This design comes from an exercise in tuning for small area, a short achievable clock period and few clock cycles per item on the open sky130 flow, not from production work.

==> inputs of v24 <==
==> flow/design.v <==
package systolic_pkg;
   typedef enum logic [1:0] {
      IDLE  = 2'd0,
      LOAD  = 2'd1,
      DRAIN = 2'd2,
      DONE  = 2'd3
   } state_e;
   function automatic integer clog2(input integer value);
      clog2 = $clog2(value);
   endfunction
   function automatic integer acc_width(input integer data_width, input integer size);
      acc_width = (2 * data_width) + $clog2(size);
   endfunction
endpackage
module systolic_pe_acc (
   input  logic [7:0]  a,
   input  logic [3:0]  one,
   input  logic [3:0]  two,
   input  logic [3:0]  neg,
   input  logic [17:0] acc_in,
   output logic [17:0] sum
);
   logic pp0_0, pp0_1, pp0_2, pp0_3, pp0_4, pp0_5, pp0_6, pp0_7, pp0_8, pp1_0, pp1_1, pp1_2, pp1_3, pp1_4, pp1_5, pp1_6, pp1_7, pp1_8, pp2_0, pp2_1, pp2_2, pp2_3, pp2_4, pp2_5, pp2_6, pp2_7, pp2_8, pp3_0, pp3_1, pp3_2, pp3_3, pp3_4, pp3_5, pp3_6, pp3_7, pp3_8, s1, c2, s3, c4, s5, c6, s7, c8, s9, c10, s11, c12, s13, c14, s15, c16, s17, c18, s19, c20, s21, c22, s23, c24, s25, c26, s27, c28, s29, c30, s31, c32, s33, c34, s35, c36, s37, c38, s39, c40, s41, c42, s43, c44, s45, c46, s47, c48, s49, c50, s51, c52, s53, c54, s55, c56, s57, c58, s59, c60, s61, c62, s63, c64, s65, c66, s67, c68, s69, c70, s71, c72, s73, c74, s75, c76, s77, c78, s79, c80, s81, c82, s83, c84;
   assign pp0_0 = (one[0] & a[0]) ^ neg[0];
   assign pp0_1 = ((one[0] & a[1]) | (two[0] & a[0])) ^ neg[0];
   assign pp0_2 = ((one[0] & a[2]) | (two[0] & a[1])) ^ neg[0];
   assign pp0_3 = ((one[0] & a[3]) | (two[0] & a[2])) ^ neg[0];
   assign pp0_4 = ((one[0] & a[4]) | (two[0] & a[3])) ^ neg[0];
   assign pp0_5 = ((one[0] & a[5]) | (two[0] & a[4])) ^ neg[0];
   assign pp0_6 = ((one[0] & a[6]) | (two[0] & a[5])) ^ neg[0];
   assign pp0_7 = ((one[0] & a[7]) | (two[0] & a[6])) ^ neg[0];
   assign pp0_8 = ~(((one[0] & a[7]) | (two[0] & a[7])) ^ neg[0]);
   assign pp1_0 = (one[1] & a[0]) ^ neg[1];
   assign pp1_1 = ((one[1] & a[1]) | (two[1] & a[0])) ^ neg[1];
   assign pp1_2 = ((one[1] & a[2]) | (two[1] & a[1])) ^ neg[1];
   assign pp1_3 = ((one[1] & a[3]) | (two[1] & a[2])) ^ neg[1];
   assign pp1_4 = ((one[1] & a[4]) | (two[1] & a[3])) ^ neg[1];
   assign pp1_5 = ((one[1] & a[5]) | (two[1] & a[4])) ^ neg[1];
   assign pp1_6 = ((one[1] & a[6]) | (two[1] & a[5])) ^ neg[1];
   assign pp1_7 = ((one[1] & a[7]) | (two[1] & a[6])) ^ neg[1];
   assign pp1_8 = ~(((one[1] & a[7]) | (two[1] & a[7])) ^ neg[1]);
   assign pp2_0 = (one[2] & a[0]) ^ neg[2];
   assign pp2_1 = ((one[2] & a[1]) | (two[2] & a[0])) ^ neg[2];
   assign pp2_2 = ((one[2] & a[2]) | (two[2] & a[1])) ^ neg[2];
   assign pp2_3 = ((one[2] & a[3]) | (two[2] & a[2])) ^ neg[2];
   assign pp2_4 = ((one[2] & a[4]) | (two[2] & a[3])) ^ neg[2];
   assign pp2_5 = ((one[2] & a[5]) | (two[2] & a[4])) ^ neg[2];
   assign pp2_6 = ((one[2] & a[6]) | (two[2] & a[5])) ^ neg[2];
   assign pp2_7 = ((one[2] & a[7]) | (two[2] & a[6])) ^ neg[2];
   assign pp2_8 = ~(((one[2] & a[7]) | (two[2] & a[7])) ^ neg[2]);
   assign pp3_0 = (one[3] & a[0]) ^ neg[3];
   assign pp3_1 = ((one[3] & a[1]) | (two[3] & a[0])) ^ neg[3];
   assign pp3_2 = ((one[3] & a[2]) | (two[3] & a[1])) ^ neg[3];
   assign pp3_3 = ((one[3] & a[3]) | (two[3] & a[2])) ^ neg[3];
   assign pp3_4 = ((one[3] & a[4]) | (two[3] & a[3])) ^ neg[3];
   assign pp3_5 = ((one[3] & a[5]) | (two[3] & a[4])) ^ neg[3];
   assign pp3_6 = ((one[3] & a[6]) | (two[3] & a[5])) ^ neg[3];
   assign pp3_7 = ((one[3] & a[7]) | (two[3] & a[6])) ^ neg[3];
   assign pp3_8 = ~(((one[3] & a[7]) | (two[3] & a[7])) ^ neg[3]);
   assign s1 = acc_in[4] ^ pp0_4;
   assign c2 = acc_in[4] & pp0_4;
   assign s3 = acc_in[5] ^ pp0_5;
   assign c4 = acc_in[5] & pp0_5;
   assign s5 = acc_in[6] ^ pp0_6 ^ pp1_4;
   assign c6 = (acc_in[6] & pp0_6) | (acc_in[6] & pp1_4) | (pp0_6 & pp1_4);
   assign s7 = pp2_2 ^ pp3_0;
   assign c8 = pp2_2 & pp3_0;
   assign s9 = acc_in[7] ^ pp0_7 ^ pp1_5;
   assign c10 = (acc_in[7] & pp0_7) | (acc_in[7] & pp1_5) | (pp0_7 & pp1_5);
   assign s11 = pp2_3 ^ pp3_1;
   assign c12 = pp2_3 & pp3_1;
   assign s13 = acc_in[8] ^ pp0_8 ^ pp1_6;
   assign c14 = (acc_in[8] & pp0_8) | (acc_in[8] & pp1_6) | (pp0_8 & pp1_6);
   assign s15 = pp2_4 ^ pp3_2 ^ 1'b1;
   assign c16 = (pp2_4 & pp3_2) | (pp2_4 & 1'b1) | (pp3_2 & 1'b1);
   assign s17 = acc_in[9] ^ pp1_7 ^ pp2_5;
   assign c18 = (acc_in[9] & pp1_7) | (acc_in[9] & pp2_5) | (pp1_7 & pp2_5);
   assign s19 = pp3_3 ^ 1'b1;
   assign c20 = pp3_3 & 1'b1;
   assign s21 = acc_in[10] ^ pp1_8 ^ pp2_6;
   assign c22 = (acc_in[10] & pp1_8) | (acc_in[10] & pp2_6) | (pp1_8 & pp2_6);
   assign s23 = acc_in[11] ^ pp2_7;
   assign c24 = acc_in[11] & pp2_7;
   assign s25 = acc_in[2] ^ pp0_2;
   assign c26 = acc_in[2] & pp0_2;
   assign s27 = acc_in[3] ^ pp0_3;
   assign c28 = acc_in[3] & pp0_3;
   assign s29 = s1 ^ pp1_2 ^ pp2_0;
   assign c30 = (s1 & pp1_2) | (s1 & pp2_0) | (pp1_2 & pp2_0);
   assign s31 = c2 ^ s3 ^ pp1_3;
   assign c32 = (c2 & s3) | (c2 & pp1_3) | (s3 & pp1_3);
   assign s33 = c4 ^ s5 ^ s7;
   assign c34 = (c4 & s5) | (c4 & s7) | (s5 & s7);
   assign s35 = c6 ^ c8 ^ s9;
   assign c36 = (c6 & c8) | (c6 & s9) | (c8 & s9);
   assign s37 = c10 ^ c12 ^ s13;
   assign c38 = (c10 & c12) | (c10 & s13) | (c12 & s13);
   assign s39 = c14 ^ c16 ^ s17;
   assign c40 = (c14 & c16) | (c14 & s17) | (c16 & s17);
   assign s41 = c18 ^ c20 ^ s21;
   assign c42 = (c18 & c20) | (c18 & s21) | (c20 & s21);
   assign s43 = c22 ^ s23 ^ pp3_5;
   assign c44 = (c22 & s23) | (c22 & pp3_5) | (s23 & pp3_5);
   assign s45 = c24 ^ acc_in[12] ^ pp2_8;
   assign c46 = (c24 & acc_in[12]) | (c24 & pp2_8) | (acc_in[12] & pp2_8);
   assign s47 = acc_in[13] ^ pp3_7;
   assign c48 = acc_in[13] & pp3_7;
   assign s49 = acc_in[0] ^ pp0_0;
   assign c50 = acc_in[0] & pp0_0;
   assign s51 = acc_in[1] ^ pp0_1;
   assign c52 = acc_in[1] & pp0_1;
   assign s53 = s25 ^ pp1_0 ^ neg[1];
   assign c54 = (s25 & pp1_0) | (s25 & neg[1]) | (pp1_0 & neg[1]);
   assign s55 = c26 ^ s27 ^ pp1_1;
   assign c56 = (c26 & s27) | (c26 & pp1_1) | (s27 & pp1_1);
   assign s57 = c28 ^ s29 ^ neg[2];
   assign c58 = (c28 & s29) | (c28 & neg[2]) | (s29 & neg[2]);
   assign s59 = c30 ^ s31 ^ pp2_1;
   assign c60 = (c30 & s31) | (c30 & pp2_1) | (s31 & pp2_1);
   assign s61 = c32 ^ s33 ^ neg[3];
   assign c62 = (c32 & s33) | (c32 & neg[3]) | (s33 & neg[3]);
   assign s63 = c34 ^ s35 ^ s11;
   assign c64 = (c34 & s35) | (c34 & s11) | (s35 & s11);
   assign s65 = c36 ^ s37 ^ s15;
   assign c66 = (c36 & s37) | (c36 & s15) | (s37 & s15);
   assign s67 = c38 ^ s39 ^ s19;
   assign c68 = (c38 & s39) | (c38 & s19) | (s39 & s19);
   assign s69 = c40 ^ s41 ^ pp3_4;
   assign c70 = (c40 & s41) | (c40 & pp3_4) | (s41 & pp3_4);
   assign s71 = c42 ^ s43 ^ 1'b1;
   assign c72 = (c42 & s43) | (c42 & 1'b1) | (s43 & 1'b1);
   assign s73 = c44 ^ s45 ^ pp3_6;
   assign c74 = (c44 & s45) | (c44 & pp3_6) | (s45 & pp3_6);
   assign s75 = c46 ^ s47 ^ 1'b1;
   assign c76 = (c46 & s47) | (c46 & 1'b1) | (s47 & 1'b1);
   assign s77 = c48 ^ acc_in[14] ^ pp3_8;
   assign c78 = (c48 & acc_in[14]) | (c48 & pp3_8) | (acc_in[14] & pp3_8);
   assign s79 = acc_in[15] ^ 1'b1;
   assign c80 = acc_in[15] & 1'b1;
   assign s81 = acc_in[16] ^ 1'b1;
   assign c82 = acc_in[16] & 1'b1;
   assign s83 = acc_in[17] ^ 1'b1;
   assign c84 = acc_in[17] & 1'b1;
   assign sum = {c82, c80, c78, c76, c74, c72, c70, c68, c66, c64, c62, c60, c58, c56, c54, c52, c50, s49} + {s83, s81, s79, s77, s75, s73, s71, s69, s67, s65, s63, s61, s59, s57, s55, s53, s51, neg[0]};
endmodule
module systolic_mm_engine (
   input  logic         clk,
   input  logic         rst,
   input  logic         in_valid,
   output logic         in_ready,
   input  logic [31:0]  a_col,
   input  logic [31:0]  b_row,
   output logic         out_valid,
   input  logic         out_ready,
   output logic [287:0] c,
   output logic         busy
);
   logic [1:0]   kcnt_q;       
   logic         v1_q;         
   logic         first1_q;     
   logic         last1_q;      
   logic         ov_q;         
   logic [31:0]  a1_q;
   logic [287:0] acc_q;
   logic stall, accept, fire;
   assign stall    = v1_q & ov_q & ~out_ready;
   assign in_ready = ~stall;
   assign accept   = in_valid & ~stall;
   assign fire     = v1_q & ~stall;
   always_ff @(posedge clk or negedge rst) begin
      if (!rst) begin
         kcnt_q   <= 2'd0;
         v1_q     <= 1'b0;
         first1_q <= 1'b0;
         last1_q  <= 1'b0;
         ov_q     <= 1'b0;
      end else begin
         if (accept) kcnt_q <= kcnt_q + 2'd1;
         if (!stall) begin
            v1_q     <= accept;
            first1_q <= (kcnt_q == 2'd0);
            last1_q  <= (kcnt_q == 2'd3);
         end
         if (fire && last1_q) ov_q <= 1'b1;
         else if (out_ready)  ov_q <= 1'b0;
      end
   end
   logic [47:0] bd_s;     
   logic [47:0] bd1_q;
   for (genvar j = 0; j < 4; j++) begin : g_enc
      logic [8:0] bx;
      assign bx = {b_row[j*8 +: 8], 1'b0};
      for (genvar k = 0; k < 4; k++) begin : g_dig
         assign bd_s[(j*4+k)*3 + 2] = bx[2*k+2];
         assign bd_s[(j*4+k)*3 + 0] = bx[2*k+1] ^ bx[2*k];
         assign bd_s[(j*4+k)*3 + 1] = (bx[2*k+2] & ~bx[2*k+1] & ~bx[2*k]) |
                                      (~bx[2*k+2] & bx[2*k+1] & bx[2*k]);
      end
   end
   always_ff @(posedge clk) begin
      if (!stall) begin
         a1_q  <= a_col;
         bd1_q <= bd_s;
      end
   end
   logic [3:0] one_s [4];
   logic [3:0] two_s [4];
   logic [3:0] neg_s [4];
   for (genvar j = 0; j < 4; j++) begin : g_dig1
      for (genvar k = 0; k < 4; k++) begin : g_k
         assign one_s[j][k] = bd1_q[(j*4+k)*3 + 0];
         assign two_s[j][k] = bd1_q[(j*4+k)*3 + 1];
         assign neg_s[j][k] = bd1_q[(j*4+k)*3 + 2];
      end
   end
   for (genvar i = 0; i < 4; i++) begin : g_row
      for (genvar j = 0; j < 4; j++) begin : g_col
         localparam int IDX = (i*4 + j) * 18;
         logic [17:0] acc_in, sum;
         assign acc_in = first1_q ? 18'd0 : acc_q[IDX +: 18];
         systolic_pe_acc u_pe (
            .a      (a1_q[i*8 +: 8]),
            .one    (one_s[j]),
            .two    (two_s[j]),
            .neg    (neg_s[j]),
            .acc_in (acc_in),
            .sum    (sum)
         );
         always_ff @(posedge clk) begin
            if (fire) acc_q[IDX +: 18] <= sum;
         end
      end
   end
   assign c         = acc_q;
   assign out_valid = ov_q;
   assign busy      = v1_q | ov_q | (kcnt_q != 2'd0);
endmodule
module systolic_mm_top (
   input  logic         clk,
   input  logic         rst,
   input  logic         in_valid,
   output logic         in_ready,
   input  logic [31:0]  a_col,
   input  logic [31:0]  b_row,
   output logic         out_valid,
   input  logic         out_ready,
   output logic [287:0] c,
   output logic         busy
);
   systolic_mm_engine u_engine (
      .clk       (clk),
      .rst       (rst),
      .in_valid  (in_valid),
      .in_ready  (in_ready),
      .a_col     (a_col),
      .b_row     (b_row),
      .out_valid (out_valid),
      .out_ready (out_ready),
      .c         (c),
      .busy      (busy)
   );
endmodule
==> flow/run.sh <==
#!/bin/bash
# synth_recipe.tcl (not shown) runs the flow's synth.tcl, then flattens the netlist and writes it again
# the make line also repeats each setting of config.mk as NAME=value (left out here)
make -C /OpenROAD-flow-scripts/flow DESIGN_CONFIG=/design/flow/config.mk WORK_HOME=/design/flow/orfs CLKGATE_MAP_FILE= SYNTH_SCRIPT=/design/flow/synth_recipe.tcl finish
==> flow/config.mk <==
export PLATFORM = sky130hd
export DESIGN_NAME = systolic_mm_top
export DESIGN_NICKNAME = systolic_mm_top
export VERILOG_FILES = /design/flow/design.v
export SDC_FILE = /design/flow/constraint.sdc
export NUM_CORES = 4
export LEC_CHECK = 0
export CAP_MARGIN = 20
export CORE_MARGIN = 2
export CORE_UTILIZATION = 45
export SETUP_SLACK_MARGIN = 3
export SLEW_MARGIN = 20
==> flow/constraint.sdc <==
create_clock -name core_clock -period 7.0 [get_ports {clk}]
set_input_delay 1.4000 -clock core_clock [delete_from_list [all_inputs] [get_ports {clk}]]
set_output_delay 1.4000 -clock core_clock [all_outputs]
set_load 0.01 [all_outputs]
==> v14 (differences from v24) <==
--- a/flow/design.v
+++ b/flow/design.v
@@ -162,4 +162,5 @@
    logic         ov_q;         
    logic [31:0]  a1_q;
+   logic [31:0]  b1_q;
    logic [287:0] acc_q;
    logic stall, accept, fire;
@@ -186,20 +187,8 @@
       end
    end
-   logic [47:0] bd_s;     
-   logic [47:0] bd1_q;
-   for (genvar j = 0; j < 4; j++) begin : g_enc
-      logic [8:0] bx;
-      assign bx = {b_row[j*8 +: 8], 1'b0};
-      for (genvar k = 0; k < 4; k++) begin : g_dig
-         assign bd_s[(j*4+k)*3 + 2] = bx[2*k+2];
-         assign bd_s[(j*4+k)*3 + 0] = bx[2*k+1] ^ bx[2*k];
-         assign bd_s[(j*4+k)*3 + 1] = (bx[2*k+2] & ~bx[2*k+1] & ~bx[2*k]) |
-                                      (~bx[2*k+2] & bx[2*k+1] & bx[2*k]);
-      end
-   end
    always_ff @(posedge clk) begin
       if (!stall) begin
-         a1_q  <= a_col;
-         bd1_q <= bd_s;
+         a1_q <= a_col;
+         b1_q <= b_row;
       end
    end
@@ -207,9 +196,12 @@
    logic [3:0] two_s [4];
    logic [3:0] neg_s [4];
-   for (genvar j = 0; j < 4; j++) begin : g_dig1
-      for (genvar k = 0; k < 4; k++) begin : g_k
-         assign one_s[j][k] = bd1_q[(j*4+k)*3 + 0];
-         assign two_s[j][k] = bd1_q[(j*4+k)*3 + 1];
-         assign neg_s[j][k] = bd1_q[(j*4+k)*3 + 2];
+   for (genvar j = 0; j < 4; j++) begin : g_enc
+      logic [8:0] bx;
+      assign bx = {b1_q[j*8 +: 8], 1'b0};
+      for (genvar k = 0; k < 4; k++) begin : g_dig
+         assign neg_s[j][k] = bx[2*k+2];
+         assign one_s[j][k] = bx[2*k+1] ^ bx[2*k];
+         assign two_s[j][k] = (bx[2*k+2] & ~bx[2*k+1] & ~bx[2*k]) |
+                              (~bx[2*k+2] & bx[2*k+1] & bx[2*k]);
       end
    end
SETUP_SLACK_MARGIN = unset   (was 3)
==> qor summary <==
| quantity | v14 | v24 |
|---|---|---|
| #MultiIn Comb | 5104 | 3756 |
| Multi-input combinational cell area | 0.0393 sq mm | 0.0385 sq mm |
| First-pass GRT wire length | 281000 microns | 251000 microns |
| Worst-Margin Slew | 1150 ps | 881 ps |
| Pin count of the biggest net entering global routing | 122 | 74 |
| Sequential cell count of the final layout | 358 | 374 |
| Share of synthesized area occupied by flip-flops and latches | 0.196 | 0.229 |
| Required time at the worst-slack endpoint | 7410 ps | 7390 ps |
| Number of different library cells in the post-synthesis netlist | 80 | 78 |
| Arr. time, crit path | 6650 ps | 4910 ps |
| Amount of wire on met2 after detailed routing | 80900 microns | 78400 microns |
| Critical path launch point | u_engine.b1_q[26]$_DFFE_PN_ | u_engine.first1_q$_DFFE_PN0N_ |
| Post-CTS Setup Inserts | 0 | 303 |
| Fraction of final layout cells sized beyond drive strength 1 | 0.0514 | 0.243 |
| Result of the run | timing/DRC/antenna clean | timing/DRC/antenna clean |
| Width of the die | 352 microns | 334 microns |
| Global-route total usage across every layer | 0.287 | 0.291 |
| Flop-to-flop setup slack | 760 ps | 2480 ps |
No run of this note included a check of the RTL's function; only the layout flow was run.

==> afterwards: timing with drivers on the ports <==
Ports are ideal in the flow. The routed layouts listed here were re-timed in OpenROAD. Step 1: set_driving_cell puts a clkbuf_16 on clk and a buf_2 on each other input, an assumption about the parent block. Step 2 moves the port delays by t, midway between the first and last clock arrival at a register: inputs arrive t later, outputs are due t later. That takes back most of the time a late clock gives input paths. a / b / c = ideal ports / drivers / drivers and shift; a / b = the first two.
run	t, ns	setup slack, ns	slew at the worst register clock pin (ns)	cell pins on the clock port's net
v24	0.738	2.481 / 2.481 / 2.481	0.07 / 0.07	1
v14	0.736	0.757 / 0.757 / 0.757	0.08 / 0.08	1
After both steps every run listed still meets setup and hold.
